What follows belongs to an exercise in optimizing a design on an open flow for small area and a short achievable clock period; a production flow would make more cautious choices. In this exercise RTL edits were held to simulation tests only and were not proved equivalent to the original. Power is estimated from default activity; no workload was simulated.

==> design/flow/design.v <==
package aixh_mxc_upper_hchain_pkg;
    localparam int HCHAIN_TID_MAX_W = 8;
    typedef logic [HCHAIN_TID_MAX_W-1:0] hchain_tid_t;
    localparam logic [255:0] HCHAIN_DEFAULT_REPEATER_MASK = '0;
    function automatic int hchain_fifo_aw(input int depth);
        hchain_fifo_aw = (depth > 1) ? $clog2(depth) : 1;
    endfunction
    function automatic hchain_tid_t hchain_next_tid(input hchain_tid_t tid, input int ntile);
        hchain_next_tid = (int'(tid) >= ntile - 1) ? '0 : tid + hchain_tid_t'(1);
    endfunction
endpackage
module aixh_mxc_upper_bwd_fifo
#(
    parameter int DEPTH  = 4,
    parameter int DWIDTH = 64
) (
    input  logic              clk,
    input  logic              rst_n,
    input  logic              push,
    input  logic [DWIDTH-1:0] wdat,
    input  logic              load,
    input  logic              gnt,
    input  logic              gnt_load,
    input  logic              gnt_hold,
    output logic [DEPTH*DWIDTH-1:0] ent,
    output logic [DEPTH-1:0]  rsel,
    output logic              ne_pop,
    output logic              ne_hold,
    output logic              ovf
);
    logic [DWIDTH-1:0] mem [DEPTH];
    function automatic logic [1:0] jc(input int k);
        case (k)
            0:       jc = 2'b00;
            1:       jc = 2'b01;
            2:       jc = 2'b11;
            default: jc = 2'b10;
        endcase
    endfunction
    logic [1:0]        wptr;
    logic [1:0]        rptr;
    logic [DEPTH-1:0]  occ;
    logic [DEPTH-1:0]  occ_nxt;
    logic              full;
    logic              pop;
    logic              do_push;
    logic              room;
    logic [1:0]        rptr_load;
    logic [DEPTH-1:0]  rsel_nxt;
    assign full    = occ[DEPTH-1];
    assign pop     = load & gnt;
    assign room    = load ? (~full | gnt) : ~full;
    assign do_push = push & room;
    assign ovf     = push & ~room;
    for (genvar k = 0; k < DEPTH; k++) begin : g_out
        assign ent[k*DWIDTH +: DWIDTH] = mem[k];
    end
    assign rptr_load = gnt ? {rptr[0], ~rptr[1]} : rptr;
    always_comb begin
        for (int k = 0; k < DEPTH; k++)
            rsel_nxt[k] = load ? (gnt_load & (rptr_load == jc(k)))
                               : (gnt_hold & (rptr == jc(k)));
    end
    always_ff @(posedge clk) begin
        rsel <= rsel_nxt;
    end
    always_comb begin
        case ({do_push, pop})
            2'b10:   occ_nxt = {occ[DEPTH-2:0], 1'b1};
            2'b01:   occ_nxt = {1'b0, occ[DEPTH-1:1]};
            default: occ_nxt = occ;
        endcase
    end
    assign ne_pop  = push | occ[1];
    assign ne_hold = push | occ[0];
    always_ff @(posedge clk or negedge rst_n) begin
        if (!rst_n) begin
            wptr <= '0;
            rptr <= '0;
            occ  <= '0;
        end else begin
            if (do_push) wptr <= {wptr[0], ~wptr[1]};
            if (pop)     rptr <= {rptr[0], ~rptr[1]};
            occ <= occ_nxt;
        end
    end
    localparam int NSLICE = 4;
    localparam int SW     = DWIDTH / NSLICE;
    for (genvar k = 0; k < DEPTH; k++) begin : g_ent
        logic wsel;
        assign wsel = (wptr == jc(k));
        for (genvar s = 0; s < NSLICE; s++) begin : g_slice
            logic we;
            aixh_mxc_upper_and2 u_we (
                .a (wsel),
                .b (room),
                .y (we)
            );
            always_ff @(posedge clk) begin
                if (we) mem[k][s*SW +: SW] <= wdat[s*SW +: SW];
            end
        end
    end
endmodule
module aixh_mxc_upper_and2 (
    input  logic a,
    input  logic b,
    output logic y
);
    assign y = a & b;
endmodule
module aixh_mxc_upper_hchain
#(
    parameter int               NTILE         = 8,
    parameter int               CWIDTH        = 32,
    parameter int               DWIDTH        = 64,
    parameter int               FIFO_DEPTH    = 4,
    parameter logic [NTILE-1:0] REPEATER_MASK = 8'b10101010
) (
    input  logic                      aixh_core_clk2x,
    input  logic                      aixh_core_rstn,
    input  logic                      i_fwd_vld,
    input  logic [CWIDTH-1:0]         i_fwd_cmd,
    output logic [NTILE-1:0]          o_tile_cmd_vld,
    output logic [NTILE*CWIDTH-1:0]   o_tile_cmd,
    input  logic [NTILE-1:0]          i_tile_bwd_vld,
    input  logic [NTILE*DWIDTH-1:0]   i_tile_bwd_dat,
    output logic                      o_bwd_vld,
    output logic [DWIDTH-1:0]         o_bwd_dat,
    output logic [$clog2(NTILE)-1:0]  o_bwd_tid,
    input  logic                      i_bwd_rdy,
    output logic [NTILE-1:0]          o_ovf,
    input  logic                      i_ovf_clr
);
    localparam int TIDW = $clog2(NTILE);
    logic              tile_vld [NTILE];
    logic [CWIDTH-1:0] tile_cmd [NTILE];
    for (genvar x = 0; x < NTILE; x++) begin : g_fwd
        logic              prev_vld;
        logic [CWIDTH-1:0] prev_cmd;
        if (x == 0) begin : g_src
            assign prev_vld = i_fwd_vld;
            assign prev_cmd = i_fwd_cmd;
        end else begin : g_chain
            assign prev_vld = tile_vld[x-1];
            assign prev_cmd = tile_cmd[x-1];
        end
        if (REPEATER_MASK[x]) begin : g_hop
            logic              hop_vld;
            logic [CWIDTH-1:0] hop_cmd;
            always_ff @(posedge aixh_core_clk2x or negedge aixh_core_rstn) begin
                if (!aixh_core_rstn) hop_vld <= 1'b0;
                else                 hop_vld <= prev_vld;
            end
            always_ff @(posedge aixh_core_clk2x) begin
                hop_cmd <= prev_cmd;
            end
            assign tile_vld[x] = hop_vld;
            assign tile_cmd[x] = hop_cmd;
        end else begin : g_thru
            assign tile_vld[x] = prev_vld;
            assign tile_cmd[x] = prev_cmd;
        end
        assign o_tile_cmd_vld[x]                = tile_vld[x];
        assign o_tile_cmd[x*CWIDTH +: CWIDTH]   = tile_cmd[x];
    end
    logic [FIFO_DEPTH*DWIDTH-1:0] fifo_ent [NTILE];
    logic [FIFO_DEPTH-1:0]        fifo_rsel [NTILE];
    logic [NTILE-1:0]  fifo_ne_pop;
    logic [NTILE-1:0]  fifo_ne_hold;
    logic [NTILE-1:0]  fifo_ovf;
    logic [NTILE-1:0]  grant;        
    logic              grant_vld;
    logic              load_en;
    logic [NTILE-1:0] ne_if_load;
    logic [NTILE-1:0] ne_if_hold;
    logic [NTILE-1:0] ptr_if_load;
    logic [NTILE-1:0] grant_if_load;
    logic [NTILE-1:0] grant_if_hold;
    for (genvar x = 0; x < NTILE; x++) begin : g_bwd
        aixh_mxc_upper_bwd_fifo #(
            .DEPTH  (FIFO_DEPTH),
            .DWIDTH (DWIDTH)
        ) u_fifo (
            .clk    (aixh_core_clk2x),
            .rst_n  (aixh_core_rstn),
            .push   (i_tile_bwd_vld[x]),
            .wdat   (i_tile_bwd_dat[x*DWIDTH +: DWIDTH]),
            .load    (load_fifo),
            .gnt     (grant[x]),
            .gnt_load(grant_if_load[x]),
            .gnt_hold(grant_if_hold[x]),
            .ent    (fifo_ent[x]),
            .rsel   (fifo_rsel[x]),
            .ne_pop (fifo_ne_pop[x]),
            .ne_hold(fifo_ne_hold[x]),
            .ovf    (fifo_ovf[x])
        );
    end
    logic              out_vld;
    logic [DWIDTH-1:0] out_dat;
    logic [TIDW-1:0]   out_tid;
    logic [NTILE-1:0]  ptr;          
    logic [NTILE-1:0]  ptr_nxt;
    logic [NTILE-1:0]  grant_nxt;
    logic [NTILE-1:0]  ovf_q;
    logic [DWIDTH-1:0] sel_dat;
    logic [TIDW-1:0]   sel_tid;
    logic load_fifo;
    logic load_sel;
    logic load_hold;
    aixh_mxc_upper_ornb u_load_en   (.a (out_vld), .b (i_bwd_rdy), .y (load_en));
    aixh_mxc_upper_ornb u_load_fifo (.a (out_vld), .b (i_bwd_rdy), .y (load_fifo));
    aixh_mxc_upper_ornb u_load_sel  (.a (out_vld), .b (i_bwd_rdy), .y (load_sel));
    aixh_mxc_upper_ornb u_load_hold (.a (out_vld), .b (i_bwd_rdy), .y (load_hold));
    assign grant_vld = |grant;
    assign ptr_nxt   = (load_en & grant_vld) ? {grant[NTILE-2:0], grant[NTILE-1]} : ptr;
    function automatic logic [NTILE-1:0] rr_pick(input logic [NTILE-1:0] ne,
                                                 input logic [NTILE-1:0] p);
        for (int t = 0; t < NTILE; t++) begin
            logic hit;
            hit = 1'b0;
            for (int q = 0; q < NTILE; q++) begin
                logic clear;
                clear = 1'b1;
                for (int j = 0; j < NTILE; j++) begin
                    if (((j - q + NTILE) % NTILE) < ((t - q + NTILE) % NTILE))
                        clear = clear & ~ne[j];
                end
                hit = hit | (p[q] & clear);
            end
            rr_pick[t] = ne[t] & hit;
        end
    endfunction
    assign ne_if_load    = (fifo_ne_pop & grant) | (fifo_ne_hold & ~grant);
    assign ne_if_hold    = fifo_ne_hold;
    assign ptr_if_load   = grant_vld ? {grant[NTILE-2:0], grant[NTILE-1]} : ptr;
    assign grant_if_load = rr_pick(ne_if_load, ptr_if_load);
    assign grant_if_hold = rr_pick(ne_if_hold, ptr);
    assign grant_nxt     = load_en ? grant_if_load : grant_if_hold;
    localparam int NPAIR = NTILE * FIFO_DEPTH + 1;
    localparam int NGRP  = (NPAIR + 2) / 3;
    logic [NPAIR-2:0] pair_sel;
    for (genvar x = 0; x < NTILE; x++) begin : g_psel
        assign pair_sel[x*FIFO_DEPTH +: FIFO_DEPTH] = fifo_rsel[x] & {FIFO_DEPTH{load_sel}};
    end
    for (genvar b = 0; b < DWIDTH; b++) begin : g_bit
        logic [NPAIR-1:0] ps;
        logic [NPAIR-1:0] pd;
        logic [NGRP-1:0]  grp_n;
        for (genvar x = 0; x < NTILE; x++) begin : g_pd
            for (genvar k = 0; k < FIFO_DEPTH; k++) begin : g_pk
                assign pd[x*FIFO_DEPTH + k] = fifo_ent[x][k*DWIDTH + b];
            end
        end
        assign ps[NPAIR-2:0] = pair_sel;
        assign ps[NPAIR-1]   = ~load_hold;
        assign pd[NPAIR-1]   = out_dat[b];
        for (genvar g = 0; g < NGRP; g++) begin : g_grp
            logic [2:0] s3, d3;
            for (genvar i = 0; i < 3; i++) begin : g_in
                if (3*g + i < NPAIR) begin : g_real
                    assign s3[i] = ps[3*g + i];
                    assign d3[i] = pd[3*g + i];
                end else begin : g_pad
                    assign s3[i] = 1'b0;
                    assign d3[i] = 1'b0;
                end
            end
            aixh_mxc_upper_aoi222 u_aoi (
                .s (s3),
                .d (d3),
                .y (grp_n[g])
            );
        end
        assign sel_dat[b] = ~&grp_n;
    end
    localparam int NT1  = NTILE / 2;
    localparam int NTG  = (NT1 + 3) / 3;
    for (genvar j = 0; j < TIDW; j++) begin : g_tid
        logic [NT1:0]   ts;
        logic [NT1:0]   td;
        logic [NTG-1:0] tgrp_n;
        for (genvar i = 0; i < NT1; i++) begin : g_t
            localparam int T = ((i >> j) << (j + 1)) | (1 << j) | (i & ((1 << j) - 1));
            assign ts[i] = grant[T] & load_sel;
            assign td[i] = 1'b1;
        end
        assign ts[NT1] = ~load_hold;
        assign td[NT1] = out_tid[j];
        for (genvar g = 0; g < NTG; g++) begin : g_grp
            logic [2:0] s3, d3;
            for (genvar i = 0; i < 3; i++) begin : g_in
                if (3*g + i <= NT1) begin : g_real
                    assign s3[i] = ts[3*g + i];
                    assign d3[i] = td[3*g + i];
                end else begin : g_pad
                    assign s3[i] = 1'b0;
                    assign d3[i] = 1'b0;
                end
            end
            aixh_mxc_upper_aoi222 u_aoi (
                .s (s3),
                .d (d3),
                .y (tgrp_n[g])
            );
        end
        assign sel_tid[j] = ~&tgrp_n;
    end
    always_ff @(posedge aixh_core_clk2x or negedge aixh_core_rstn) begin
        if (!aixh_core_rstn) begin
            out_vld <= 1'b0;
            ptr     <= NTILE'(1);
            grant   <= '0;
        end else begin
            if (load_en) out_vld <= grant_vld;
            ptr   <= ptr_nxt;
            grant <= grant_nxt;
        end
    end
    always_ff @(posedge aixh_core_clk2x) begin
        out_dat <= sel_dat;
        out_tid <= sel_tid;
    end
    always_ff @(posedge aixh_core_clk2x or negedge aixh_core_rstn) begin
        if (!aixh_core_rstn) ovf_q <= '0;
        else                 ovf_q <= (ovf_q & ~{NTILE{i_ovf_clr}}) | fifo_ovf;
    end
    assign o_bwd_vld = out_vld;
    assign o_bwd_dat = out_dat;
    assign o_bwd_tid = out_tid;
    assign o_ovf     = ovf_q;
endmodule
module aixh_mxc_upper_ornb (
    input  logic a,
    input  logic b,
    output logic y
);
    assign y = ~a | b;
endmodule
module aixh_mxc_upper_aoi222 (
    input  logic [2:0] s,
    input  logic [2:0] d,
    output logic       y
);
    assign y = ~|(s & d);
endmodule
==> design/flow/flow/run.sh <==
#!/bin/bash
# Standard ORFS layout, except that the port buffers buffer_ports inserts are
# plain sky130_fd_sc_hd__buf_1 cells instead of the resizer's default pick
# (a slow clkdlybuf4s50 delay cell). Every port still gets its own buffer;
# timing repair may upsize it later as usual.
set -euo pipefail
export BUFFER_PORTS_ARGS="-buffer_cell sky130_fd_sc_hd__buf_1"
bash standard.sh finish > flow.log 2>&1
==> design/flow/standard.sh <==
#!/bin/bash
# synth_recipe.tcl (not shown) runs the flow's synth.tcl, then flattens the netlist and writes it again
# the make line also repeats each setting of config.mk as NAME=value (left out here)
make -C /OpenROAD-flow-scripts/flow DESIGN_CONFIG=/design/flow/config.mk WORK_HOME=/design/flow/orfs CLKGATE_MAP_FILE= SYNTH_SCRIPT=/design/flow/synth_recipe.tcl "${@:-finish}"
==> design/flow/config.mk <==
export PLATFORM = sky130hd
export DESIGN_NAME = aixh_mxc_upper_hchain
export DESIGN_NICKNAME = aixh_mxc_upper_hchain
export VERILOG_FILES = /design/flow/design.v
export SDC_FILE = /design/flow/constraint.sdc
export NUM_CORES = 4
export LEC_CHECK = 0
export CAP_MARGIN = 20
export CORE_MARGIN = 2
export CORE_UTILIZATION = 55
export CTS_CLUSTER_DIAMETER = 100
export CTS_CLUSTER_SIZE = 20
export SETUP_SLACK_MARGIN = 2.8
export SLEW_MARGIN = 20
export SYNTH_HIERARCHICAL = 1
export SYNTH_MINIMUM_KEEP_SIZE = 0
==> design/flow/constraint.sdc <==
create_clock -name core_clock -period 5.5 [get_ports {aixh_core_clk2x}]
set_input_delay 1.1000 -clock core_clock [delete_from_list [all_inputs] [get_ports {aixh_core_clk2x}]]
set_output_delay 1.1000 -clock core_clock [all_outputs]
set_load 0.01 [all_outputs]
==> flow_summary.yaml, run 1 <==
synthesis:
  postSynth.asyncResetShare_pct: 3.927
  synth.top_cell.area_share_pct: 74.08
  synth_ff_type: "edfxtp_1"
  synth_common_cells: "2048 x edfxtp_1, 710 x a222oi_1, 227 x dfxtp_1"
  ys_warn_count: 15
  synth_area_leaders: "edfxtp_1 74%, a222oi_1 8.6%, dfxtp_1 5.5%"
  yosysSeqAreaShare_pct: 82.36
  synth_enable_flop_cells: 2048
  syn_inst: 4252
  yosysUniqueCellTypes: 65
  synth_seq_cells: 2368
  synth.avg_cell_area_um2: 19.52
  syn_area_um2: 83020
  synth_top_area_cell: "edfxtp_1"
  yosysMostFrequentCell: "edfxtp_1"
setup_path:
  start_kind: "flop"
  path_cells: "buf_1"
  cp_max_fo: 2
  max_stage_delay_ns: 0.43
  critPathTopFamily: "flip-flops"
  critPathRequiredTime_ns: 4.40
  crit_buf_inv: 1
  end_kind: "primary output"
  path_class: "flop to primary output"
  cp_slowest_cell: "dfxtp_1"
  arrival_ns: 1.63
pwr:
  vdd_drop_max_uv: 390.7
  power.density_nw_per_um2: 560.3
  power.leakage_nw: 29.94
place:
  gp_congestion: 0.8983
  hpwlAfterDp_mm: 182.5
  portBuffers: 896
final_layout:
  drive_above_1_share_pct: 9.784
  nNetsFinal: 5826
  area_delta_synth_final_pct: 12.70
floorplan:
  die_w_um: 392.5
  dieArea_um2: 154100
  pin_count: 897
  row_count: 142
  coreArea_um2: 149800
  start_util_pct: 55.43
  die-height_um: 392.5
grt:
  grtUsageTotal_pct: 32.80
  grt_pass1_vias: 46210
  antenna_found_initial: 100
  grt_max_degree: 54
  grt_overflow: 0
  grt_pass1_wl_mm: 350.4
drt:
  wl_mm: 261.3
  drt-initial-drc-count: 9545
  route.detailed.drc: 0
  num_vias: 49970
  via_per_inst: 6.731
  drtPass1Iterations: 10
  ant_nets: 0
  wl_per_cell_um: 35.19
sta:
  holdWs_ns: 0.3376
  finalCritPeriodShare_pct: 49.68
  skew_ns: 0.02940
  max_freq_mhz: 366.0
  slew_headroom_pct: 26.29
  worst_pin_slew_ns: 1.102
  finalSetupTns_ns: 0
  hold_violations: 0
  slew_violations: 0
  fin_crit_ns: 2.732
  rsz0062_at_grt: "true"
  finalSetupViolations: 0
clock_network:
  clkSinkCount: 2368
  root_buffer: "clkbuf_16"
  clk_latency_ns: 0.81
  ctsHtreeMaxLevel: 4
  cts_tree: "yes"
  numCtsBuffers: 136
  clk_pin_slew_ns: 0.09
  clock_path_buffers: 3
job:
  drv_cap: 0
status:
  status: "timing/DRC/antenna clean"
min_path:
  min_path_type: "flop to flop"
per-stage QoR:
step           utilization, %  power [W]  setup WS, ns  instance area [um2]  cells
2_1_floorplan               -    0.03503         2.762                83340   4268
3_3_place_gp            59.42    0.04145         1.482                89000   7108
3_5_place_dp            59.42    0.04182         1.386                89000   7108
4_1_cts                 62.22    0.05225         2.801                93190   7369
5_1_grt                 62.44    0.05431         2.698                93520   7405
6_report                62.47    0.05242         2.768                93570   7424
flip-flops by register name, summed over array words and instances (netlist names):
signal and flops:
out_tid 3, g_bwd.u_fifo.mem 2048, ptr 8, grant 8, g_fwd.g_hop.hop_vld 4, ovf_q 8
out_vld 1, out_dat 64, g_bwd.u_fifo.rsel 32, g_bwd.u_fifo.occ 32, g_bwd.u_fifo.wptr 16, g_fwd.g_hop.hop_cmd 128
g_bwd.u_fifo.rptr 16
repair_timing:
item / CTS / global route
endpoints found under the setup margin: 1805 / 884
gates cloned: 3 / 8
pin swaps: 9 / 37
resized for setup: 40 / 87
setup buffers: 7 / 5
hold buffers: 0 / 0
modules after synthesis, one instance, submodules excluded, a selection:
| module | area [um2] | cells inside | times used |
|---|---|---|---|
| aixh_mxc_upper_and2 | 6.256 | 1 | 128 |
| aixh_mxc_upper_hchain | 8743 | 882 | 1 |
| aixh_mxc_upper_ornb | 6.256 | 1 | 4 |
| aixh_mxc_upper_aoi222 | 10.01 | 1 | 710 |
power by group:
group | leakage [nW] | internal, W | total [W] | switching (W)
Clock | 1.92 | 0.00490 | 0.0106 | 0.00565
Combinational | 6.03 | 0.00371 | 0.0137 | 0.00996
Sequential | 22.0 | 0.0261 | 0.0282 | 0.00206
routing by layer:
metal | global-route usage, % | vias up | wire (um)
met1 | 46.09 | 25470 | 97730
met3 | 7.202 | 479 | 32560
li1 | - | 20510 | -
met2 | 50.88 | 3438 | 120900
met4 | 11.92 | 68 | 9669
met5 | 0 | - | 393
logic make-up (layout without fill, tap and decap cells):
family                     after synthesis  count (layout)  synth area share, %
DFF                                   2368            2368                82.36
and+or+nand+nor                        687             697                4.692
AOI/OAI and AO/OA                      885             885                10.04
buffers and inverters                  223            1311                1.756
other                                    2              60             0.009046
xor gates and xnor gates                16              16               0.1688
adders and majority gates               16              16               0.2411
muxes                                   55              55               0.7340
cell type report:
type                            count  area [um2]
Clock buffer                      241        3925
Timing Repair Buffer             1005        4546
Clock inverter                     10       108.9
Inverter                           55       210.2
Fill cell                       10970       56210
Tap cell                         2016        2522
Multi-Input combinational cell   1687       13770
Antenna cell                       42       105.1
Sequential cell                  2368       68380
path summary, 6_finish.rpt:
kind	start	to	slack, ns	depth (start not counted)
worst max-delay path	out_dat[24]	o_bwd_dat[24]	2.77	1
worst min-delay path	g_fwd[3].g_hop.hop_cmd[3]	g_fwd[5].g_hop.hop_cmd[3]	0.34	0
worst max register to register	out_vld	out_dat[2]	2.87	8
worst min register to register	g_fwd[3].g_hop.hop_cmd[3]	g_fwd[5].g_hop.hop_cmd[3]	0.34	0
max in group asynchronous	aixh_core_rstn	grant[4]	3.93	2
min in group asynchronous	aixh_core_rstn	ovf_q[4]	0.40	1
placed cells by master (no fill, tap or decap), types with 9 or more instances in the layout:
cell       instances
a21o_1            11
a21oi_1           23
a222oi_1         710
a31oi_1           14
and2_1            58
and2_2            96
and2_4            34
buf_1            890
buf_12            26
buf_4             79
clkbuf_1          99
clkbuf_16        143
conb_1            18
dfrtp_1           83
dfrtp_2            9
dfxtp_1          227
diode_2           42
edfxtp_1        2048
ha_1              16
inv_1             53
mux2_2            13
mux2_4            10
mux2i_1           27
nand2_1           79
nand2b_1          19
nand3_1           26
nand4_1          194
nor2_1            94
nor2_2            12
nor2b_1           11
nor3b_1           16
o21ai_0           52
or2_2             18
==> run 2, diff against run 1 <==
--- a/design/flow/design.v
+++ b/design/flow/design.v
@@ -239,9 +239,9 @@
     assign grant_if_hold = rr_pick(ne_if_hold, ptr);
     assign grant_nxt     = load_en ? grant_if_load : grant_if_hold;
-    localparam int NPAIR = NTILE * FIFO_DEPTH + 1;
+    localparam int NPAIR = NTILE * FIFO_DEPTH;
     localparam int NGRP  = (NPAIR + 2) / 3;
-    logic [NPAIR-2:0] pair_sel;
+    logic [NPAIR-1:0] pair_sel;
     for (genvar x = 0; x < NTILE; x++) begin : g_psel
-        assign pair_sel[x*FIFO_DEPTH +: FIFO_DEPTH] = fifo_rsel[x] & {FIFO_DEPTH{load_sel}};
+        assign pair_sel[x*FIFO_DEPTH +: FIFO_DEPTH] = fifo_rsel[x];
     end
     for (genvar b = 0; b < DWIDTH; b++) begin : g_bit
@@ -254,7 +254,5 @@
             end
         end
-        assign ps[NPAIR-2:0] = pair_sel;
-        assign ps[NPAIR-1]   = ~load_hold;
-        assign pd[NPAIR-1]   = out_dat[b];
+        assign ps = pair_sel;
         for (genvar g = 0; g < NGRP; g++) begin : g_grp
             logic [2:0] s3, d3;
@@ -274,5 +272,10 @@
             );
         end
-        assign sel_dat[b] = ~&grp_n;
+        aixh_mxc_upper_mux2 u_hold (
+            .s  (load_sel),
+            .d0 (out_dat[b]),
+            .d1 (~&grp_n),
+            .y  (sel_dat[b])
+        );
     end
     localparam int NT1  = NTILE / 2;
@@ -332,4 +335,12 @@
     assign o_ovf     = ovf_q;
 endmodule
+module aixh_mxc_upper_mux2 (
+    input  logic s,
+    input  logic d0,
+    input  logic d1,
+    output logic y
+);
+    assign y = s ? d1 : d0;
+endmodule
 module aixh_mxc_upper_ornb (
     input  logic a,
--- a/design/flow/config.mk
+++ b/design/flow/config.mk
@@ -11,5 +11,5 @@
 export CTS_CLUSTER_DIAMETER = 100
 export CTS_CLUSTER_SIZE = 20
-export SETUP_SLACK_MARGIN = 2.8
+export SETUP_SLACK_MARGIN = 3.0
 export SLEW_MARGIN = 20
 export SYNTH_HIERARCHICAL = 1
==> run 2 against run 1 <==
Effect of this change: critical path depth rose by 5; synthesized area rose by 0.72%; cell area increased by 2.5%; wire length grew 17%; synthesized cell count is essentially flat; non-clock buffer count up 21; via count grew 5.5%; clock skew is 0.0019 ns lower; maximum frequency shrank 1.3%; sequential cell count stayed put; clock power hardly changed; largest cell class unchanged; largest power group unchanged.
==> flow_summary.yaml, run 2 <==
status:
  status: "timing/DRC/antenna clean"
place:
  gp_congestion: 0.9518
  hpwlAfterDp_mm: 201.9
  pre_cts_ws_ns: 2.060
  portBuffers: 896
  placed_area_um2: 89540
sta:
  slew_headroom_pct: 16.61
  finalSetupTns_ns: 0
  finalSetupViolations: 0
  max_freq_mhz: 361.2
  rsz0062_at_grt: "true"
  fin_crit_ns: 2.769
  slew_violations: 0
  finalCritPeriodShare_pct: 50.34
  hold_violations: 0
  fin_ws_ns: 2.731
  worst_pin_slew_ns: 1.245
  skew_ns: 0.02751
setup_path:
  path_cells: "buf_12 -> a222oi_1 -> nand4_1 -> nor2_4 -> nand4_1 -> mux2_4"
  arrival_ns: 3.46
  start_kind: "flop"
  critPathRequiredTime_ns: 6.19
  end_kind: "flop"
  path_class: "flop to flop"
  max_stage_delay_ns: 0.79
  cp_max_fo: 9
  cp_slowest_cell: "a222oi_1"
  cp_common_cell: "nand4_1"
drt:
  num_vias: 52720
  wl_per_cell_um: 40.01
  ant_nets: 0
  drt-initial-drc-count: 11680
  drtPass1Iterations: 10
  route.detailed.drc: 0
  wl_mm: 304.6
  via_per_inst: 6.924
final_layout:
  area_delta_synth_final_pct: 14.67
  top_regs: "g_bwd.u_fifo.mem (2048), g_fwd.g_hop.hop_cmd (128), out_dat (64)"
  fin_area_um2: 95880
  final_common_cell: "edfxtp_1"
  final_cell_mix: "2048 x edfxtp_1, 873 x buf_1, 710 x a222oi_1"
  fill_cells: 10930
  largest_register_ffs: 2048
  nNetsFinal: 5976
  top_register: "g_bwd.u_fifo.mem"
  drive_above_1_share_pct: 13.24
  final_util_pct: 63.34
  regArea_um2: 68530
  multiInputGateArea_um2: 15180
synthesis:
  synth_area_leaders: "edfxtp_1 74%, a222oi_1 8.5%, dfxtp_1 5.4%"
  yosysUniqueCellTypes: 61
  synth_ff_type: "edfxtp_1"
  synth_common_cells: "2048 x edfxtp_1, 710 x a222oi_1, 227 x dfxtp_1"
  yosysSeqAreaShare_pct: 81.77
  syn_area_um2: 83610
  synth.top_cell.area_share_pct: 73.55
  synth_top_area_cell: "edfxtp_1"
  synth_enable_flop_cells: 2048
  ys_warn_count: 15
  synth_seq_cells: 2368
  syn_inst: 4253
  postSynth.asyncResetShare_pct: 3.927
  synth.avg_cell_area_um2: 19.66
  yosysMostFrequentCell: "edfxtp_1"
floorplan:
  row_count: 143
  die-height_um: 393.9
  start_util_pct: 55.24
  pin_count: 897
  die_w_um: 393.9
  dieArea_um2: 155200
  coreArea_um2: 151400
min_path:
  min_path_type: "flop to flop"
pwr:
  power.density_nw_per_um2: 604.1
  power.leakage_nw: 31.03
  p_total_w: 0.05792
  vdd_drop_max_uv: 406.1
job:
  drv_cap: 0
clock_network:
  root_buffer: "clkbuf_16"
  ctsHtreeMaxLevel: 4
  clk_latency_ns: 0.80
  clkSinkCount: 2368
  clk_pin_slew_ns: 0.09
  cts_tree: "yes"
  clock_path_buffers: 3
  cts_hold_buf: 0
  numCtsBuffers: 136
grt:
  grt_pass1_wl_mm: 389.7
  grt_max_degree: 65
  grtUsageTotal_pct: 37.17
  antenna_found_initial: 91
  grt_pass1_vias: 47480
  grt_overflow: 0
-- run 2: cell count changes after synthesis, sizes merged, moves of 3 or more --
cell	delta
a31oi	-3
and2	-34
buf	-3
clkbuf	-5
inv	-7
mux2	+64
nand2b	+6
o21ai	-8
o31ai	-4
-- run 2: critical path: cells and delay by family, from the launching register on --
family                 cells  cell delay (ns)
and+or+nand+nor            3             1.00
AOI/OAI and AO/OA          1             0.79
DFF                        1             0.38
muxes                      1             0.31
buffers and inverters      1             0.15
-- run 2: cell type report --
| type | count | share of cell area, % |
|---|---|---|
| Timing Repair Buffer | 1026 | 5.516 |
| Tap cell | 2030 | 2.649 |
| Antenna cell | 72 | 0.1879 |
| Clock buffer | 231 | 3.921 |
| Clock inverter | 16 | 0.2349 |
| Multi-Input combinational cell | 1823 | 15.83 |
| Sequential cell | 2368 | 71.47 |
| Inverter | 48 | 0.1879 |
-- run 2: worst paths after layout --
path,from,endpoint,slack (ns),cells past startpoint
setup / recovery,g_bwd[3].u_fifo.rsel[3],out_dat[1],2.73,6
hold / removal,g_fwd[1].g_hop.hop_cmd[25],g_fwd[3].g_hop.hop_cmd[25],0.36,0
setup reg to reg,g_bwd[3].u_fifo.rsel[3],out_dat[1],2.73,6
hold reg to reg,g_fwd[1].g_hop.hop_cmd[25],g_fwd[3].g_hop.hop_cmd[25],0.36,0
max in group asynchronous,aixh_core_rstn,grant[3],3.94,2
min in group asynchronous,aixh_core_rstn,out_vld,0.39,1
-- run 2: cells by family (layout without fill, tap and decap cells) --
logic type,Yosys count,after routing,synth area share (%)
mux,119,119,1.878
flops,2368,2368,81.77
other cells,2,218,0.008982
fa+ha+maj,16,16,0.2394
buf+inv,208,1321,1.661
xor+xnor,16,16,0.1676
simple gates,656,658,4.423
compound gates,868,868,9.851
-- run 2: Yosys stat by module (local to each module, per instance), a selection --
module                 area, um2  times used  flip-flops and latches  cells
aixh_mxc_upper_ornb        6.256           4                       0      1
aixh_mxc_upper_mux2        15.01          64                       0      1
aixh_mxc_upper_hchain       8377           1                     224    819
aixh_mxc_upper_aoi222      10.01         710                       0      1
aixh_mxc_upper_and2        6.256         128                       0      1
-- run 2: stage by stage --
stage | hold slack [ns] | cells
after floorplan | 0.3761 | 4397
after global placement | 0.3486 | 7174
after detailed placement | 0.3542 | 7174
after CTS | 0.3611 | 7477
after global routing | 0.3711 | 7564
final | 0.3611 | 7614
-- run 2: layer usage --
metal  track usage, %  up-vias  wire length [um]
met4            16.65       40             14560
met2            58.18     4362            142800
li1                 -    20770                 -
met5                0        -               387
met1            50.21    26920            106200
met3            8.569      626             40650
-- run 2: report_power, final --
group / internal (W) / switching [W] / total, W
clock network: 0.00476 / 0.00581 / 0.0106
registers: 0.0262 / 0.00296 / 0.0292
logic: 0.00554 / 0.0126 / 0.0182
total: 0.0365 / 0.0214 / 0.0579
-- run 2: repair_timing --
item / CTS / global route
setup endpoints to repair: 1296 / 1075
setup buffers: 55 / 58
gates cloned: 1 / 7
pin swaps: 60 / 70
resized for setup: 71 / 57
==> run 3, diff against run 2 <==
--- a/design/flow/design.v
+++ b/design/flow/design.v
@@ -256,19 +256,19 @@
         assign ps = pair_sel;
         for (genvar g = 0; g < NGRP; g++) begin : g_grp
-            logic [2:0] s3, d3;
-            for (genvar i = 0; i < 3; i++) begin : g_in
-                if (3*g + i < NPAIR) begin : g_real
-                    assign s3[i] = ps[3*g + i];
-                    assign d3[i] = pd[3*g + i];
-                end else begin : g_pad
-                    assign s3[i] = 1'b0;
-                    assign d3[i] = 1'b0;
-                end
+            if (3*g + 2 < NPAIR) begin : g_three
+                aixh_mxc_upper_aoi222 u_aoi (
+                    .s (ps[3*g +: 3]),
+                    .d (pd[3*g +: 3]),
+                    .y (grp_n[g])
+                );
+            end else if (3*g + 1 < NPAIR) begin : g_two
+                aixh_mxc_upper_aoi22 u_aoi (
+                    .s (ps[3*g +: 2]),
+                    .d (pd[3*g +: 2]),
+                    .y (grp_n[g])
+                );
+            end else begin : g_one
+                assign grp_n[g] = ~(ps[3*g] & pd[3*g]);
             end
-            aixh_mxc_upper_aoi222 u_aoi (
-                .s (s3),
-                .d (d3),
-                .y (grp_n[g])
-            );
         end
         aixh_mxc_upper_mux2 u_hold (
@@ -293,19 +293,19 @@
         assign td[NT1] = out_tid[j];
         for (genvar g = 0; g < NTG; g++) begin : g_grp
-            logic [2:0] s3, d3;
-            for (genvar i = 0; i < 3; i++) begin : g_in
-                if (3*g + i <= NT1) begin : g_real
-                    assign s3[i] = ts[3*g + i];
-                    assign d3[i] = td[3*g + i];
-                end else begin : g_pad
-                    assign s3[i] = 1'b0;
-                    assign d3[i] = 1'b0;
-                end
+            if (3*g + 2 <= NT1) begin : g_three
+                aixh_mxc_upper_aoi222 u_aoi (
+                    .s (ts[3*g +: 3]),
+                    .d (td[3*g +: 3]),
+                    .y (tgrp_n[g])
+                );
+            end else if (3*g + 1 <= NT1) begin : g_two
+                aixh_mxc_upper_aoi22 u_aoi (
+                    .s (ts[3*g +: 2]),
+                    .d (td[3*g +: 2]),
+                    .y (tgrp_n[g])
+                );
+            end else begin : g_one
+                assign tgrp_n[g] = ~(ts[3*g] & td[3*g]);
             end
-            aixh_mxc_upper_aoi222 u_aoi (
-                .s (s3),
-                .d (d3),
-                .y (tgrp_n[g])
-            );
         end
         assign sel_tid[j] = ~&tgrp_n;
@@ -350,4 +350,11 @@
     assign y = ~a | b;
 endmodule
+module aixh_mxc_upper_aoi22 (
+    input  logic [1:0] s,
+    input  logic [1:0] d,
+    output logic       y
+);
+    assign y = ~|(s & d);
+endmodule
 module aixh_mxc_upper_aoi222 (
     input  logic [2:0] s,
--- a/design/flow/config.mk
+++ b/design/flow/config.mk
@@ -10,6 +10,6 @@
 export CORE_UTILIZATION = 55
 export CTS_CLUSTER_DIAMETER = 100
-export CTS_CLUSTER_SIZE = 20
-export SETUP_SLACK_MARGIN = 3.0
+export CTS_CLUSTER_SIZE = 25
+export SETUP_SLACK_MARGIN = 2.8
 export SLEW_MARGIN = 20
 export SYNTH_HIERARCHICAL = 1
==> run 3 against run 2 <==
Effect of this change: first-iteration DRC count down 18%; cell count down 4.0%; clock skew up 0.0086 ns; sequential power up 2%; clock power down 15%; largest power group unchanged; critical path depth down 1; wire length down 8.8%; die area up 0.19%; worst setup slack worse by 0.046 ns.
==> flow_summary.yaml, run 3 <==
sta:
  max_freq_mhz: 355.3
  rsz0062_at_grt: "true"
  finalSetupViolations: 0
  slew_violations: 0
  finalCritPeriodShare_pct: 51.17
  skew_ns: 0.03608
  slew_headroom_pct: 17.29
  fin_crit_ns: 2.815
  finalSetupTns_ns: 0
  hold_violations: 0
  worst_pin_slew_ns: 1.238
pwr:
  comb_power_share_pct: 29.9
  p_int_w: 0.03513
  vdd_drop_max_uv: 425.5
  power.net_switching_w: 0.02017
  p_seq_share_pct: 53.8
  power.density_nw_per_um2: 596.4
  swShare_pct: 36.48
  clkPwrFrac_pct: 16.4
  power.leakage_nw: 29.40
synthesis:
  synth.avg_cell_area_um2: 19.70
  yosysUniqueCellTypes: 62
  syn_inst: 4252
  yosysSeqAreaShare_pct: 81.61
  synth_enable_flop_cells: 2048
  synth_seq_cells: 2368
  synth.top_cell.area_share_pct: 73.41
  ys_warn_count: 15
  postSynth.asyncResetShare_pct: 3.927
  synth_common_cells: "2048 x edfxtp_1, 643 x a222oi_1, 227 x dfxtp_1"
  synth_top_area_cell: "edfxtp_1"
  synth_area_leaders: "edfxtp_1 73%, a222oi_1 7.7%, dfxtp_1 5.4%"
  synth_ff_type: "edfxtp_1"
  yosysMostFrequentCell: "edfxtp_1"
  syn_area_um2: 83780
setup_path:
  critPathTopFamily: "simple AND/OR/NAND/NOR gates"
  crit_buf_inv: 0
  cp_max_fo: 18
  arrival_ns: 3.46
  start_kind: "flop"
  cp_common_cell: "nand4_1"
  reg2reg_depth: 5
  critPathRequiredTime_ns: 6.15
  path_cells: "a222oi_1 -> nand4_1 -> nor2_2 -> nand4_1 -> mux2_4"
  r2r-start: "g_bwd[2].u_fifo.rsel[1]"
  path_class: "flop to flop"
  cp_slowest_cell: "a222oi_1"
  end_kind: "flop"
  worst_r2r_endpoint: "out_dat[18]"
  worst-path-stages: 5
  reg2reg_slack_ns: 2.69
  max_stage_delay_ns: 0.94
drt:
  route.detailed.drc: 0
  wl_mm: 277.9
  wl_per_cell_um: 38.03
  drtPass1Iterations: 13
  ant_nets: 0
  drt-initial-drc-count: 9554
  via_per_inst: 6.804
  num_vias: 49720
place:
  dp.cells: 7046
  portBuffers: 896
  gp_congestion: 0.9248
  hpwlAfterDp_mm: 194.0
clock_network:
  clk_latency_ns: 0.77
  ctsHtreeMaxLevel: 3
  cts_tree: "yes"
  clock_path_buffers: 3
  clkSinkCount: 2368
  numCtsBuffers: 104
  root_buffer: "clkbuf_16"
  cts_hold_buf: 0
  clk_pin_slew_ns: 0.10
min_path:
  min_to: "g_fwd[3].g_hop.hop_cmd[7]"
  whs_path_depth: 0
  min_path_type: "flop to flop"
  min_from: "g_fwd[1].g_hop.hop_cmd[7]"
grt:
  grt_pass1_vias: 45410
  antenna_found_initial: 69
  grt_pass1_wl_mm: 364.2
  grt_max_degree: 65
  grt_overflow: 0
  grtUsageTotal_pct: 34.32
status:
  status: "timing/DRC/antenna clean"
floorplan:
  dieArea_um2: 155500
  row_count: 143
  start_util_pct: 55.28
  die_w_um: 394.3
  coreArea_um2: 151500
  pin_count: 897
  die-height_um: 394.3
final_layout:
  final_cell_mix: "2048 x edfxtp_1, 895 x buf_1, 643 x a222oi_1"
  nNetsFinal: 5718
  area_delta_synth_final_pct: 10.67
  drive_above_1_share_pct: 10.09
  final_util_pct: 61.18
  instances_no_fill: 7307
  top_register: "g_bwd.u_fifo.mem"
  final_common_cell: "edfxtp_1"
  top_regs: "g_bwd.u_fifo.mem (2048), g_fwd.g_hop.hop_cmd (128), out_dat (64)"
  largest_register_ffs: 2048
job:
  drv_cap: 0
run 3: logic make-up after synthesis:
kind of cell	after synthesis	share of synthesized area [%]
muxes	119	1.874
buffers and inverters	208	1.658
other	1	0.004476
AOI/OAI and AO/OA	868	10.03
xor gates and xnor gates	16	0.1673
adders and majority gates	16	0.2390
DFF	2368	81.61
and+or+nand+nor	656	4.415
run 3: repair_timing:
| item | in CTS | in global routing |
|---|---|---|
| endpoints found under the setup margin | 2080 | 1457 |
| buffers inserted | 9 | 13 |
| pin swaps | 4 | 13 |
| resized for setup | 11 | 98 |
run 3: through the flow:
stage | total power (W) | hold WS (ns) | worst slack (ns) | cell area (um2)
after floorplan | 0.03752 | 0.3761 | 2.683 | 83990
after global placement | 0.04552 | 0.3503 | 1.804 | 88960
after detailed placement | 0.04581 | 0.3550 | 1.706 | 88960
after CTS | 0.05478 | 0.3681 | 2.805 | 92220
after global routing | 0.05700 | 0.3772 | 2.772 | 92630
final | 0.05530 | 0.3667 | 2.685 | 92720
run 3: worst max path at each step:
| stage | to | slack (ns) | start |
|---|---|---|---|
| after floorplan | g_bwd[6].u_fifo.rsel[1] | 2.68 | i_tile_bwd_vld[0] |
| after detailed placement | g_bwd[6].u_fifo.mem[1][6] | 1.71 | i_bwd_rdy |
| after global placement | g_bwd[4].u_fifo.mem[3][58] | 1.80 | i_bwd_rdy |
| final | out_dat[18] | 2.69 | g_bwd[2].u_fifo.rsel[1] |
| after CTS | g_bwd[6].u_fifo.mem[1][15] | 2.80 | out_vld |
| after global routing | out_dat[50] | 2.77 | g_bwd[2].u_fifo.rsel[0] |
run 3: metal layers:
| metal | global-route usage, % | part of all wire, % | routed length (um) | vias up |
|---|---|---|---|---|
| met2 | 56.89 | 49 | 136700 | 3541 |
| met4 | 12.08 | 3.8 | 10660 | 38 |
| li1 | - | - | - | 20170 |
| met3 | 6.746 | 11 | 31590 | 436 |
| met1 | 45.62 | 36 | 98670 | 25530 |
| met5 | 0 | 0.086 | 240 | - |
run 3: layout make-up:
type	instances	area (um2)
clock buffer	192	3018
tap	2030	2540
inverter	48	180.2
timing repair buffer	936	3926
antenna	42	105.1
fill	11190	58830
multi-input combinational	1687	14410
sequential	2368	68500
clock inverter	4	30.03
run 3: power by group through the flow:
stage          Clock (W)  Combinational [W]  Sequential (W)
2_1_floorplan          0            0.00876          0.0288
3_3_place_gp           0             0.0153          0.0302
3_5_place_dp           0             0.0155          0.0303
4_1_cts          0.00912             0.0158          0.0298
5_1_grt          0.00973             0.0171          0.0302
6_report         0.00904             0.0165          0.0297
run 3: modules after synthesis (local to each module, per instance), excerpt:
| module | cells inside | flops+latches | area, um2 | copies in the design |
|---|---|---|---|---|
| aixh_mxc_upper_and2 | 1 | 0 | 6.256 | 128 |
| aixh_mxc_upper_aoi22 | 1 | 0 | 12.51 | 67 |
| aixh_mxc_upper_aoi222 | 1 | 0 | 10.01 | 643 |
| aixh_mxc_upper_hchain | 818 | 224 | 8373 | 1 |
| aixh_mxc_upper_mux2 | 1 | 0 | 15.01 | 64 |
| aixh_mxc_upper_ornb | 1 | 0 | 6.256 | 4 |
==> run 4, diff against run 3 <==
==> design/flow/flow/run.sh (replaced) <==
#!/bin/bash
# Standard ORFS layout, except that the port buffers buffer_ports inserts are
# plain sky130_fd_sc_hd__buf_2 cells instead of the resizer's default pick
# (a slow clkdlybuf4s50 delay cell). Every port still gets its own buffer;
# timing repair may upsize it later as usual.
set -euo pipefail
export BUFFER_PORTS_ARGS="-buffer_cell sky130_fd_sc_hd__buf_2"
bash standard.sh finish > flow.log 2>&1
--- a/design/flow/config.mk
+++ b/design/flow/config.mk
@@ -11,5 +11,5 @@
 export CTS_CLUSTER_DIAMETER = 100
 export CTS_CLUSTER_SIZE = 25
-export SETUP_SLACK_MARGIN = 2.8
+export SETUP_SLACK_MARGIN = 2.9
 export SLEW_MARGIN = 20
 export SYNTH_HIERARCHICAL = 1
==> run 4 against run 3 <==
Effect of this change: cell count up 0.29%; cell area up 1.6%; worst hold slack worse by 0.034 ns; synthesized area unchanged; highest routed layer unchanged; register-to-register slack better by 0.14 ns; maximum frequency up 5.4%; critical path depth up 2; still clean on timing, DRC and antenna; largest cell class unchanged.
==> flow_summary.yaml, run 4 <==
status:
  status: "timing/DRC/antenna clean"
synthesis:
  yosysSeqAreaShare_pct: 81.61
  postSynth.asyncResetShare_pct: 3.927
  synth_enable_flop_cells: 2048
  synth_seq_cells: 2368
  yosysMostFrequentCell: "edfxtp_1"
  syn_inst: 4252
  ys_warn_count: 15
  synth_common_cells: "2048 x edfxtp_1, 643 x a222oi_1, 227 x dfxtp_1"
  synth_ff_type: "edfxtp_1"
  synth.avg_cell_area_um2: 19.70
  syn_area_um2: 83780
  synth_top_area_cell: "edfxtp_1"
  yosysUniqueCellTypes: 62
  synth_area_leaders: "edfxtp_1 73%, a222oi_1 7.7%, dfxtp_1 5.4%"
  synth.top_cell.area_share_pct: 73.41
clock_network:
  root_buffer: "clkbuf_16"
  clock_path_buffers: 3
  cts_tree: "yes"
  clk_latency_ns: 0.77
  ctsHtreeMaxLevel: 3
  clkSinkCount: 2368
  clk_pin_slew_ns: 0.11
  numCtsBuffers: 104
setup_path:
  crit_start: "g_bwd[3].u_fifo.rsel[3]"
  cp_max_fo: 12
  r2r-start: "g_bwd[3].u_fifo.rsel[3]"
  arrival_ns: 3.32
  path_class: "flop to flop"
  end_kind: "flop"
  critPathRequiredTime_ns: 6.15
  reg2reg_slack_ns: 2.83
  start_kind: "flop"
drt:
  via_per_inst: 6.620
  drtPass1Iterations: 9
  route.detailed.drc: 0
  wl_per_cell_um: 35.02
  num_vias: 48520
  ant_nets: 0
  drt-initial-drc-count: 8666
  wl_mm: 256.7
sta:
  skew_ns: 0.04547
  finalCritPeriodShare_pct: 48.56
  fin_crit_ns: 2.671
  slew_violations: 0
  worst_pin_slew_ns: 1.123
  finalSetupViolations: 0
  rsz0062_at_grt: "true"
  hold_violations: 0
  slew_headroom_pct: 24.80
  finalSetupTns_ns: 0
  max_freq_mhz: 374.4
  fin_ws_ns: 2.829
place:
  gp_congestion: 0.8973
  placed_area_um2: 90390
  hpwlAfterDp_mm: 179.2
  portBuffers: 896
  pre_cts_ws_ns: 2.006
floorplan:
  start_util_pct: 55.28
  dieArea_um2: 155500
  row_count: 143
  die-height_um: 394.3
  pin_count: 897
  die_w_um: 394.3
  coreArea_um2: 151500
final_layout:
  regArea_um2: 68520
  fin_area_um2: 94220
  largest_register_ffs: 2048
  final_cell_mix: "2048 x edfxtp_1, 895 x buf_2, 643 x a222oi_1"
  multiInputGateArea_um2: 14520
  fill_cells: 11050
  top_regs: "g_bwd.u_fifo.mem (2048), g_fwd.g_hop.hop_cmd (128), out_dat (64)"
  final_util_pct: 62.18
  top_register: "g_bwd.u_fifo.mem"
  nNetsFinal: 5748
  drive_above_1_share_pct: 28.64
  final_common_cell: "edfxtp_1"
  area_delta_synth_final_pct: 12.47
pwr:
  power.leakage_nw: 32.08
  vdd_drop_max_uv: 384.7
  power.density_nw_per_um2: 585.2
grt:
  grt_max_degree: 65
  grt_pass1_vias: 45650
  antenna_found_initial: 73
  grt_pass1_wl_mm: 346.4
  grtUsageTotal_pct: 31.80
  grt_overflow: 0
min_path:
  min_path_type: "input pin to async pin"
job:
  drv_cap: 0
-- run 4: cell counts after synthesis --
Identical to the previous run, type by type.
-- run 4: area by class of cell --
class	count	area share [%]
sequential	2368	72.72
timing repair buffer	966	5.638
clock buffer	194	3.233
clock inverter	3	0.02789
multi-input combinational	1687	15.41
antenna	32	0.08499
inverter	48	0.1912
tap	2030	2.696
-- run 4: modules after synthesis (local to each module, per instance), a selection --
module | cell area (um2) | flip-flops and latches | cells inside
aixh_mxc_upper_mux2 | 15.01 | 0 | 1
aixh_mxc_upper_and2 | 6.256 | 0 | 1
aixh_mxc_upper_aoi22 | 12.51 | 0 | 1
aixh_mxc_upper_hchain | 8373 | 224 | 818
aixh_mxc_upper_aoi222 | 10.01 | 0 | 1
aixh_mxc_upper_ornb | 6.256 | 0 | 1
-- run 4: final timing paths --
kind,end,cells past startpoint
setup / recovery,out_dat[31],7
hold / removal,g_fwd[1].g_hop.hop_vld,1
setup reg to reg,out_dat[31],7
hold reg to reg,g_fwd[3].g_hop.hop_cmd[8],0
max in group asynchronous,grant[3],2
min in group core_clock,g_fwd[3].g_hop.hop_cmd[8],0
-- run 4: power by group --
part / leakage, nW / switching [W] / internal, W / total [W]
registers: 22.0 / 0.00282 / 0.0262 / 0.0291
logic: 8.59 / 0.0115 / 0.00552 / 0.0170
clock network: 1.46 / 0.00532 / 0.00378 / 0.00909
total: 32.1 / 0.0196 / 0.0355 / 0.0551
-- run 4: kinds of logic after synthesis --
logic type / Yosys count / share of synthesized area [%]
compound gates: 868 / 10.03
xor+xnor: 16 / 0.1673
fa+ha+maj: 16 / 0.2390
buf+inv: 208 / 1.658
flops: 2368 / 81.61
mux: 119 / 1.874
other cells: 1 / 0.004476
simple gates: 656 / 4.415
-- run 4: worst max-delay path, cell delays in order (launching register included) --
cell and delay [ns]:
dfxtp_4 0.40, buf_4 0.19, clkbuf_16 0.22, a222oi_1 0.56, nand4_1 0.24, nor2_2 0.30, nand4_1 0.30, mux2_4 0.36
-- run 4: routing by layer --
| metal | vias to the layer above | track usage, % | share of wire, % |
|---|---|---|---|
| li1 | 20220 | - | - |
| met1 | 25030 | 42.90 | 37 |
| met2 | 2821 | 52.13 | 49 |
| met3 | 390 | 6.895 | 11 |
| met4 | 56 | 9.893 | 3.3 |
| met5 | - | 0 | 0.18 |
-- run 4: what timing repair did --
item / 4_1_cts / 5_1_grt
hold buffers: 0 / 0
buffers inserted: 19 / 12
resized for setup: 42 / 35
pin swaps: 14 / 28
gates cloned: 3 / 2
endpoints found under the setup margin: 346 / 42
-- run 4: through the flow --
step	power, W	hold WS [ns]	std cells
CTS	0.05487	0.3205	7282
detailed placement	0.04562	0.3511	7063
floorplan	0.03760	0.3761	4263
global placement	0.04530	0.3494	7063
finish	0.05514	0.3327	7328
global route	0.05713	0.3598	7304
==> run 5, diff against run 4 <==
--- a/design/flow/design.v
+++ b/design/flow/design.v
@@ -87,4 +87,13 @@
     localparam int NSLICE = 4;
     localparam int SW     = DWIDTH / NSLICE;
+    logic [NSLICE-1:0] room_s;
+    for (genvar s = 0; s < NSLICE; s++) begin : g_room
+        aixh_mxc_upper_room u_room (
+            .full (full),
+            .load (load),
+            .gnt  (gnt),
+            .y    (room_s[s])
+        );
+    end
     for (genvar k = 0; k < DEPTH; k++) begin : g_ent
         logic wsel;
@@ -94,5 +103,5 @@
             aixh_mxc_upper_and2 u_we (
                 .a (wsel),
-                .b (room),
+                .b (room_s[s]),
                 .y (we)
             );
@@ -103,4 +112,12 @@
     end
 endmodule
+module aixh_mxc_upper_room (
+    input  logic full,
+    input  logic load,
+    input  logic gnt,
+    output logic y
+);
+    assign y = ~full | (load & gnt);
+endmodule
 module aixh_mxc_upper_and2 (
     input  logic a,
@@ -187,5 +204,5 @@
             .push   (i_tile_bwd_vld[x]),
             .wdat   (i_tile_bwd_dat[x*DWIDTH +: DWIDTH]),
-            .load    (load_fifo),
+            .load    (load_fifo[x]),
             .gnt     (grant[x]),
             .gnt_load(grant_if_load[x]),
@@ -207,9 +224,11 @@
     logic [DWIDTH-1:0] sel_dat;
     logic [TIDW-1:0]   sel_tid;
-    logic load_fifo;
+    logic [NTILE-1:0] load_fifo;    
     logic load_sel;
     logic load_hold;
     aixh_mxc_upper_ornb u_load_en   (.a (out_vld), .b (i_bwd_rdy), .y (load_en));
-    aixh_mxc_upper_ornb u_load_fifo (.a (out_vld), .b (i_bwd_rdy), .y (load_fifo));
+    for (genvar x = 0; x < NTILE; x++) begin : g_load_fifo
+        aixh_mxc_upper_ornb u_load_fifo (.a (out_vld), .b (i_bwd_rdy), .y (load_fifo[x]));
+    end
     aixh_mxc_upper_ornb u_load_sel  (.a (out_vld), .b (i_bwd_rdy), .y (load_sel));
     aixh_mxc_upper_ornb u_load_hold (.a (out_vld), .b (i_bwd_rdy), .y (load_hold));
==> run 5 against run 4 <==
Effect of this change: worst setup slack lost 0.078 ns; via count increased by 3.9%; largest power group unchanged; count of clock-buffer cells in the layout fell by 2; combinational power about the same; synthesized cell count increased by 0.54%; sequential share of layout area fell by 0.22 points; critical endpoint is now out_dat[32].
==> flow_summary.yaml, run 5 <==
setup_path:
  path_class: "flop to flop"
  cp_common_cell: "nand4_1"
  cp_slowest_cell: "a222oi_1"
  end_kind: "flop"
  start_kind: "flop"
  path_cells: "buf_16 -> a222oi_1 -> nand4_1 -> nor2_2 -> nand4_1 -> mux2_4"
  arrival_ns: 3.40
  max_stage_delay_ns: 0.79
  critPathRequiredTime_ns: 6.15
  cp_max_fo: 11
grt:
  grt_max_degree: 65
  grt_overflow: 0
  grt_pass1_vias: 47210
  antenna_found_initial: 83
  grtUsageTotal_pct: 36.32
  grt_pass1_wl_mm: 384.2
synthesis:
  synth_top_family_by_area: "compound AO/OA/AOI/OAI gates"
  ys_warn_count: 15
  yosysSeqAreaShare_pct: 81.43
  postSynth.asyncResetShare_pct: 3.927
  synth_top_area_cell: "edfxtp_1"
  synth.area.mux_share_pct: 1.870
  synth_xor_area_share_pct: 0.1669
  synth.top_cell.area_share_pct: 73.25
  synth_area_leaders: "edfxtp_1 73%, a222oi_1 7.7%, dfxtp_1 5.4%"
  yosysMostFrequentCell: "edfxtp_1"
  synth_enable_flop_cells: 2048
  synth-adder-area-share_pct: 0.2384
  synth_common_cells: "2048 x edfxtp_1, 643 x a222oi_1, 227 x dfxtp_1"
  syn_inst: 4275
  synth_seq_cells: 2368
  synth.avg_cell_area_um2: 19.64
  syn_area_um2: 83960
  yosysUniqueCellTypes: 62
  synth-compound-area-share_pct: 10.39
  synth_simple_gate_area_share_pct: 4.386
  synth_ff_type: "edfxtp_1"
final_layout:
  nNetsFinal: 5772
  final_common_cell: "edfxtp_1"
  top_regs: "g_bwd.u_fifo.mem (2048), g_fwd.g_hop.hop_cmd (128), out_dat (64)"
  top_register: "g_bwd.u_fifo.mem"
  final_util_pct: 62.29
  largest_register_ffs: 2048
  final_cell_mix: "2048 x edfxtp_1, 895 x buf_2, 643 x a222oi_1"
  drive_above_1_share_pct: 27.08
  fill_cells: 11290
  area_delta_synth_final_pct: 12.57
drt:
  wl_per_cell_um: 39.36
  drtPass1Iterations: 10
  drt-initial-drc-count: 9480
  num_vias: 50400
  ant_nets: 0
  via_per_inst: 6.850
  route.detailed.drc: 0
  wl_mm: 289.6
clock_network:
  clk_latency_ns: 0.78
  clock_path_buffers: 3
  root_buffer: "clkbuf_16"
  cts_hold_buf: 0
  ctsHtreeMaxLevel: 3
  clkSinkCount: 2368
  numCtsBuffers: 104
  cts_tree: "yes"
  clk_pin_slew_ns: 0.11
pwr:
  p_seq_share_pct: 53.0
  comb_power_share_pct: 30.7
  p_int_w: 0.03547
  power.density_nw_per_um2: 594.3
  power.leakage_nw: 32.17
  vdd_drop_max_uv: 319.1
  clkPwrFrac_pct: 16.3
  power.net_switching_w: 0.02070
  swShare_pct: 36.85
floorplan:
  row_count: 143
  pin_count: 897
  dieArea_um2: 155800
  coreArea_um2: 151700
  die-height_um: 394.7
  start_util_pct: 55.34
  die_w_um: 394.7
sta:
  worst_pin_slew_ns: 1.203
  fin_crit_ns: 2.749
  finalCritPeriodShare_pct: 49.99
  slew_violations: 0
  skew_ns: 0.03365
  rsz0062_at_grt: "true"
  holdWs_ns: 0.3629
  hold_violations: 0
  finalSetupViolations: 0
  finalSetupTns_ns: 0
  slew_headroom_pct: 19.61
  max_freq_mhz: 363.7
place:
  gp_congestion: 0.9346
  hpwlAfterDp_mm: 199.0
  portBuffers: 896
job:
  drv_cap: 0
min_path:
  min_path_type: "flop to flop"
status:
  status: "timing/DRC/antenna clean"
## run 5: modules after synthesis, one instance, submodules excluded, excerpt
module / cells / copies in the design
aixh_mxc_upper_mux2: 1 / 64
aixh_mxc_upper_and2: 1 / 128
aixh_mxc_upper_aoi222: 1 / 643
aixh_mxc_upper_aoi22: 1 / 67
aixh_mxc_upper_ornb: 1 / 11
aixh_mxc_upper_hchain: 818 / 1
aixh_mxc_upper_room: 1 / 32
## run 5: metal layers
metal  vias up  global-route usage [%]  routed length, um
met2      3556                   59.67             141100
met1     25890                   46.87             101200
met4        48                   17.36              15720
li1      20360                       -                  -
met3       549                   7.007              31260
met5         -                       0                277
## run 5: cells by family (layout without fill, tap and decap cells)
| logic type | Yosys count | in the layout |
|---|---|---|
| DFF | 2368 | 2368 |
| AOI/OAI and AO/OA | 900 | 900 |
| and+or+nand+nor | 655 | 655 |
| buffers and inverters | 200 | 1205 |
| muxes | 119 | 119 |
| adders and majority gates | 16 | 16 |
| xor gates and xnor gates | 16 | 16 |
| other | 1 | 49 |
## run 5: repair_timing
| action | in CTS | in global routing |
|---|---|---|
| pin swaps | 21 | 21 |
| buffers inserted | 34 | 7 |
| gates cloned | 2 | 0 |
| resized for setup | 52 | 63 |
| setup endpoints to repair | 999 | 997 |
## run 5: power by group through the flow
stage | combinational (W) | sequential [W] | clock (W)
after floorplan | 0.00878 | 0.0288 | 0
after global placement | 0.0158 | 0.0303 | 0
after detailed placement | 0.0159 | 0.0305 | 0
after CTS | 0.0168 | 0.0298 | 0.00920
after global routing | 0.0178 | 0.0302 | 0.00978
final | 0.0172 | 0.0298 | 0.00913
## run 5: final timing paths
path / from / endpoint / slack, ns / cells after the start
max in group asynchronous: aixh_core_rstn / grant[1] / 3.86 / 2
worst max-delay path: g_bwd[2].u_fifo.rsel[3] / out_dat[32] / 2.75 / 6
worst max register to register: g_bwd[2].u_fifo.rsel[3] / out_dat[32] / 2.75 / 6
worst min register to register: g_fwd[5].g_hop.hop_cmd[5] / g_fwd[7].g_hop.hop_cmd[5] / 0.36 / 0
min in group asynchronous: aixh_core_rstn / g_fwd[3].g_hop.hop_vld / 0.38 / 1
worst min-delay path: g_fwd[5].g_hop.hop_cmd[5] / g_fwd[7].g_hop.hop_cmd[5] / 0.36 / 0
## run 5: critical path, delay by kind of cell, from the launching register on
kind,cells,cell delay [ns]
and+or+nand+nor,3,0.95
muxes,1,0.30
AOI/OAI and AO/OA,1,0.79
DFF,1,0.41
buffers and inverters,1,0.16
## run 5: cell type report
class / instances / area (um2) / area share (%)
clock inverter: 6 / 82.58 / 0.08737
inverter: 48 / 180.2 / 0.1906
sequential: 2368 / 68520 / 72.50
tap: 2030 / 2540 / 2.687
antenna: 37 / 92.59 / 0.09796
clock buffer: 192 / 2975 / 3.148
multi-input combinational: 1718 / 14800 / 15.66
timing repair buffer: 959 / 5324 / 5.633
## run 5: stage by stage
stage          std cells  cell area [um2]  worst slack [ns]  total power (W)
5_1_grt             7324            94430             2.834          0.05779
3_5_place_dp        7079            90450             2.033          0.04635
3_3_place_gp        7079            90450             2.046          0.04603
4_1_cts             7313            94210             2.860          0.05578
2_1_floorplan       4286            84230             2.784          0.03757
6_report            7358            94510             2.751          0.05617
==> run 6, diff against run 5 <==
==> design/flow/flow/run.sh (replaced) <==
#!/bin/bash
# Standard ORFS layout, except that the port buffers buffer_ports inserts are
# plain sky130_fd_sc_hd__buf_1 cells instead of the resizer's default pick
# (a slow clkdlybuf4s50 delay cell). Every port still gets its own buffer;
# timing repair may upsize it later as usual.
set -euo pipefail
export BUFFER_PORTS_ARGS="-buffer_cell sky130_fd_sc_hd__buf_1"
bash standard.sh finish > flow.log 2>&1
--- a/design/flow/config.mk
+++ b/design/flow/config.mk
@@ -11,5 +11,5 @@
 export CTS_CLUSTER_DIAMETER = 100
 export CTS_CLUSTER_SIZE = 25
-export SETUP_SLACK_MARGIN = 2.9
+export SETUP_SLACK_MARGIN = 2.8
 export SLEW_MARGIN = 20
 export SYNTH_HIERARCHICAL = 1
==> run 6 against run 5 <==
Effect of this change: still clean; cell count barely moved; cell area shrank 1.7%; combinational power down 4%; core utilization shrank 1.0 points; clock skew is 0.0036 ns higher; sequential power hardly changed; die area unchanged; sequential share of layout area up 1.2 points; wire length decreased by 2.2%; critical endpoint is now out_dat[51].
==> flow_summary.yaml, run 6 <==
status:
  status: "timing/DRC/antenna clean"
sta:
  finalSetupTns_ns: 0
  hold_violations: 0
  rsz0062_at_grt: "true"
  skew_ns: 0.03727
  slew_headroom_pct: 17.74
  fin_crit_ns: 2.774
  worst_pin_slew_ns: 1.231
  max_freq_mhz: 360.5
  holdWs_ns: 0.3532
  slew_violations: 0
  finalSetupViolations: 0
  finalCritPeriodShare_pct: 50.43
drt:
  num_vias: 50170
  route.detailed.drc: 0
  via_per_inst: 6.814
  drt-initial-drc-count: 9588
  drtPass1Iterations: 9
  ant_nets: 0
  wl_mm: 283.3
  wl_per_cell_um: 38.48
synthesis:
  synth-adder-area-share_pct: 0.2384
  synth_top_area_cell: "edfxtp_1"
  syn_inst: 4275
  synth_xor_area_share_pct: 0.1669
  synth_area_leaders: "edfxtp_1 73%, a222oi_1 7.7%, dfxtp_1 5.4%"
  synth_simple_gate_area_share_pct: 4.386
  postSynth.asyncResetShare_pct: 3.927
  synth_seq_cells: 2368
  synth.top_cell.area_share_pct: 73.25
  ys_warn_count: 15
  synth-compound-area-share_pct: 10.39
  syn_area_um2: 83960
  synth_common_cells: "2048 x edfxtp_1, 643 x a222oi_1, 227 x dfxtp_1"
  synth_enable_flop_cells: 2048
  synth_top_family_by_area: "compound AO/OA/AOI/OAI gates"
  synth_ff_type: "edfxtp_1"
  synth.avg_cell_area_um2: 19.64
  yosysUniqueCellTypes: 62
  yosysMostFrequentCell: "edfxtp_1"
  yosysSeqAreaShare_pct: 81.43
  synth.area.mux_share_pct: 1.870
min_path:
  whs_path_depth: 0
  min_path_type: "flop to flop"
floorplan:
  die-height_um: 394.7
  pin_count: 897
  start_util_pct: 55.34
  dieArea_um2: 155800
  die_w_um: 394.7
  row_count: 143
  coreArea_um2: 151700
grt:
  grt_max_degree: 65
  grtUsageTotal_pct: 35.19
  grt_pass1_vias: 46000
  grt_pass1_wl_mm: 375.6
  antenna_found_initial: 60
  grt_overflow: 0
final_layout:
  largest_register_ffs: 2048
  final_common_cell: "edfxtp_1"
  final_util_pct: 61.26
  top_regs: "g_bwd.u_fifo.mem (2048), g_fwd.g_hop.hop_cmd (128), out_dat (64)"
  top_register: "g_bwd.u_fifo.mem"
  final_cell_mix: "2048 x edfxtp_1, 892 x buf_1, 643 x a222oi_1"
  nNetsFinal: 5760
  fin_area_um2: 92950
  area_delta_synth_final_pct: 10.70
  drive_above_1_share_pct: 8.808
  fill_cells: 11290
pwr:
  power.leakage_nw: 29.54
  vdd_drop_max_uv: 320.4
  power.density_nw_per_um2: 597.5
clock_network:
  numCtsBuffers: 104
  clkSinkCount: 2368
  clk_latency_ns: 0.78
  ctsHtreeMaxLevel: 3
  clk_pin_slew_ns: 0.10
  clock_path_buffers: 3
  root_buffer: "clkbuf_16"
  cts_tree: "yes"
setup_path:
  end_kind: "flop"
  path_cells: "buf_6 -> a222oi_1 -> nand4_1 -> nor2_2 -> nand4_1 -> mux2_4"
  path_class: "flop to flop"
  cp_max_fo: 48
  arrival_ns: 3.41
  start_kind: "flop"
  reg2reg_depth: 6
  max_stage_delay_ns: 0.72
  critPathRequiredTime_ns: 6.14
  cp_slowest_cell: "a222oi_1"
  cp_common_cell: "nand4_1"
place:
  placed_area_um2: 89320
  gp_congestion: 0.9352
  portBuffers: 896
  hpwlAfterDp_mm: 200.6
job:
  drv_cap: 0
## run 6: critical path: cells and delay by family, from the launching register on
kind / cells / cell delay [ns]
AO/OA/AOI/OAI: 1 / 0.72
buffers and inverters: 1 / 0.27
flip-flops: 1 / 0.45
AND/OR/NAND/NOR: 3 / 0.80
multiplexers: 1 / 0.31
## run 6: logic make-up (layout without fill, tap and decap cells)
family	count (synthesis)	count (layout)
xor gates and xnor gates	16	16
and+or+nand+nor	655	655
DFF	2368	2368
AOI/OAI and AO/OA	900	900
buffers and inverters	200	1193
other	1	65
muxes	119	119
adders and majority gates	16	16
## run 6: final timing paths
| path | from | end | slack [ns] |
|---|---|---|---|
| hold / removal | g_fwd[3].g_hop.hop_cmd[22] | g_fwd[5].g_hop.hop_cmd[22] | 0.35 |
| setup / recovery | g_bwd[0].u_fifo.rsel[1] | out_dat[51] | 2.73 |
| hold reg to reg | g_fwd[3].g_hop.hop_cmd[22] | g_fwd[5].g_hop.hop_cmd[22] | 0.35 |
| min in group asynchronous | aixh_core_rstn | g_fwd[5].g_hop.hop_vld | 0.41 |
| setup reg to reg | g_bwd[0].u_fifo.rsel[1] | out_dat[51] | 2.73 |
| max in group asynchronous | aixh_core_rstn | grant[3] | 3.75 |
## run 6: per-module statistics from Yosys, one instance, submodules excluded, a selection
module | copies in the design | cells | cell area [um2]
aixh_mxc_upper_ornb | 11 | 1 | 6.256
aixh_mxc_upper_mux2 | 64 | 1 | 15.01
aixh_mxc_upper_aoi22 | 67 | 1 | 12.51
aixh_mxc_upper_and2 | 128 | 1 | 6.256
aixh_mxc_upper_room | 32 | 1 | 10.01
aixh_mxc_upper_hchain | 1 | 818 | 8373
aixh_mxc_upper_aoi222 | 643 | 1 | 10.01
## run 6: layout make-up
cell class / count / area, um2 / share of cell area (%)
Antenna cell: 53 / 132.6 / 0.1427
Clock buffer: 192 / 2975 / 3.201
Multi-Input combinational cell: 1718 / 14630 / 15.74
Timing Repair Buffer: 947 / 3891 / 4.186
Inverter: 48 / 180.2 / 0.1938
Clock inverter: 6 / 86.33 / 0.09288
Tap cell: 2030 / 2540 / 2.733
Sequential cell: 2368 / 68510 / 73.71
## run 6: layer usage
metal | global-route usage [%] | share of wire (%) | vias up
li1 | - | - | 20350
met1 | 46.89 | 36 | 25930
met2 | 57.94 | 49 | 3356
met3 | 5.871 | 10 | 503
met4 | 14.61 | 4.5 | 28
met5 | 0 | 0.067 | -
## run 6: per-stage QoR
step,power (W),std cells,setup WS (ns)
3_5_place_dp,0.04615,7086,1.738
4_1_cts,0.05513,7293,2.760
5_1_grt,0.05725,7322,2.682
6_report,0.05554,7362,2.726
2_1_floorplan,0.03755,4286,2.745
3_3_place_gp,0.04588,7086,1.756
## run 6: power breakdown
part | switching, W | total [W] | internal, W
clock | 0.00539 | 0.00910 | 0.00371
combinational | 0.0113 | 0.0165 | 0.00513
sequential | 0.00366 | 0.0300 | 0.0263
## run 6: timing repair
| action | in CTS | in global routing |
|---|---|---|
| setup buffers | 9 | 16 |
| setup endpoints to repair | 873 | 245 |
| hold buffers | 0 | 0 |
| gates resized for setup | 22 | 25 |
| gates cloned | 0 | 0 |
| pin swaps | 7 | 11 |

==> port drivers added, routing unchanged <==
The results above use ideal ports. As a check the final layouts listed here were re-extracted and re-timed, cells and wires unchanged.
Step 1, drivers: a clkbuf_16 drives aixh_core_clk2x and a buf_2 each remaining input, both assumed.
Step 2 times the ports against the registers' clock, not the clock port: input delays grow and output delays shrink by t, the midpoint of the rising clock arrivals with the driver on.
Three values: no drivers, after step 1, after step 2; two values: the first two.
run	shift t [ns]	setup WS [ns]
run 1	0.882	2.768 / 2.681 / 1.969
run 2	0.875	2.731 / 2.731 / 2.229
run 3	0.841	2.685 / 2.685 / 2.073
run 4	0.843	2.829 / 2.829 / 2.135
run 5	0.854	2.751 / 2.751 / 2.162
run 6	0.849	2.726 / 2.607 / 1.758
After both steps every run listed still meets setup and hold.
